Source: an optimization exercise on an open RTL-to-GDS flow (aim: small area and a short achievable clock period). Production flows keep margins and buffers that such runs may drop. Only simulation tests tie the RTL to the original design; equivalence was not proved.

==> 06-02: inputs <==
==> flow/design.v (excerpt) <==
module datapath (
    input  logic        PCout,
    input  logic        Zlowout,
    input  logic        Zhighout,
    input  logic        MDRout,
    input  logic        R2out,
    input  logic        R3out,
    input  logic        MARin,
    input  logic        Zin,
    input  logic        PCin,
    input  logic        MDRin,
    input  logic        IRin,
    input  logic        Yin,
    input  logic        LOin,
    input  logic        HIin,
    input  logic        IncPC,
    input  logic        Read,
    input  logic [4:0]  opcode,
    input  logic        R1in,
    input  logic        R2in,
    input  logic        R3in,
    input  logic        Clock,
    input  logic [31:0] Mdatain,
    input  logic        clear,
    input  logic        GRA,
    input  logic        GRB,
    input  logic        GRC,
    input  logic        Rin,
    input  logic        Rout,
    input  logic        BAout,
    input  logic        Write,
    input  logic        Cout,
    input  logic        InportOut,
    input  logic [31:0] InportIn,
    output logic [31:0] BusMuxOut
);
    localparam int K  = 8;
    localparam int ZW = 2 + 1 + 1 + 5 + 33 + 35 + 35 + (32 - 2*K) + 5*(K-1);
    logic [15:0][31:0] rf;
    logic [31:0] pc, mdr, y, inport, zhi, zlo;
    logic [26:0] ir;
    logic [31:0] bus, bus_nz, zval;
    logic [31:0] c_sext;
    logic [3:0]  sel_idx;
    logic        zsel;
    logic        unused;
    logic [ZW-1:0] zst, zst_d;
    logic [63:0]   zres;
    assign unused  = ^{MARin, LOin, HIin, Write};
    assign sel_idx = ({4{GRA}} & ir[26:23]) | ({4{GRB}} & ir[22:19]) | ({4{GRC}} & ir[18:15]);
    assign c_sext  = {{13{ir[18]}}, ir[18:0]};
    always_comb begin
        bus_nz = '0;
        if (Rout)           bus_nz = rf[sel_idx];
        else if (BAout)     bus_nz = (sel_idx == 4'd0) ? 32'd0 : rf[sel_idx];
        else if (R2out)     bus_nz = rf[2];
        else if (R3out)     bus_nz = rf[3];
        else if (PCout)     bus_nz = pc;
        else if (MDRout)    bus_nz = mdr;
        else if (Zhighout)  bus_nz = '0;
        else if (Zlowout)   bus_nz = '0;
  ...
export LEC_CHECK = 0
export CAP_MARGIN = 20
export CORE_MARGIN = 2
export CORE_UTILIZATION = 50
export PLACE_DENSITY = 0.65
export SLEW_MARGIN = 20
export SYNTH_HIERARCHICAL = 1
create_clock -name core_clock -period 125.0 [get_ports {Clock}]
standard.sh (not shown) runs the stock make flow with config.mk's settings and CLKGATE_MAP_FILE= SYNTH_SCRIPT=/design/flow/synth_recipe.tcl, a recipe that flattens the netlist after the stock synthesis.
==> flow/flow/run.sh <==
#!/bin/bash
set -euo pipefail
bash standard.sh SETUP_SLACK_MARGIN=65 TNS_END_PERCENT=10 finish > standard.log 2>&1
==> 03-27: changes against 06-02 <==
==> flow/flow/run.sh (replaced) <==
#!/bin/bash
set -euo pipefail
bash standard.sh SETUP_SLACK_MARGIN=68 TNS_END_PERCENT=10 finish > standard.log 2>&1
--- a/flow/config.mk
+++ b/flow/config.mk
@@ -9,4 +9,4 @@
 export CORE_MARGIN = 2
-export CORE_UTILIZATION = 50
-export PLACE_DENSITY = 0.65
+export CORE_UTILIZATION = 58
+export PLACE_DENSITY = 0.72
 export SLEW_MARGIN = 20
==> results.txt <==
In 06-02 the core utilization is lower than in 03-27, by 10 points. In 06-02 the first-iteration DRC count is smaller than in 03-27, by 12%. Between 03-27 and 06-02, the lower fmax is in 06-02 (gap about 1.7%, measured against 06-02). In 06-02 the final cell count is larger than in 03-27, by about 2.2%. Of 06-02 and 03-27, 06-02 has the higher sequential share of layout area (gap 0.36 points). In 06-02 the worst hold slack is worse than in 03-27, by 9.3 ps. Clock skew: 03-27 is lower than 06-02 (25 ps).
==> figures <==
quantity                                                                03-27                    06-02
Result of the run                                     complete, no violations  complete, no violations
Pin count of the biggest net entering global routing                      176                      174
Count of filler cells inserted in the layout                            13662                    18188
Post-route minimum period                                            58620 ps                 59590 ps
Final wirelength                                                       440 mm                   466 mm
Tap cell count                                                           2370                     2805
Final RePlAce weighted congestion                                        1.06                     1.12
Met1 layer wirelength in the final routing                             161 mm                   168 mm
Multi-input gate share of total cell area                               0.652                    0.652
Met3 WL post-DR                                                       58.8 mm                  54.6 mm
Vias                                                                    98346                    97004
Nets                                                                    12837                    12711
Relative max-transition margin                                          0.113                    0.149
Setup Skew                                                            62.3 ps                  86.9 ps
Number of cells upsized or downsized after cts                            822                      391
GR Util met1                                                            0.595                    0.510
Met3 demand-to-capacity share in global routing                         0.122                    0.110

[port drivers added, routing unchanged]
The results above use ideal ports. As a check the final layouts listed here were re-extracted and re-timed, cells and wires unchanged. Step 1 assumes that a clkbuf_16 drives the clock port and a buf_2 every other input. Step 2 adds t to the input delays and takes it off the output delays; t is the mean of the earliest and latest rising clock arrival at the registers after step 1. Input paths then give back, and output paths get back, about the clock's delay inside the block. Slacks: ideal ports / drivers / drivers and shift; pairs: ideal ports / drivers.
run	shift t [ns]	setup slack, ns	worst setup path at the end	clock arrival spread, ns
06-02	0.833	65.411 / 65.411 / 65.411	register to register	0.087 / 0.088
03-27	0.775	66.382 / 66.382 / 66.382	register to register	0.062 / 0.062
After both steps setup and hold are still met in every run listed.
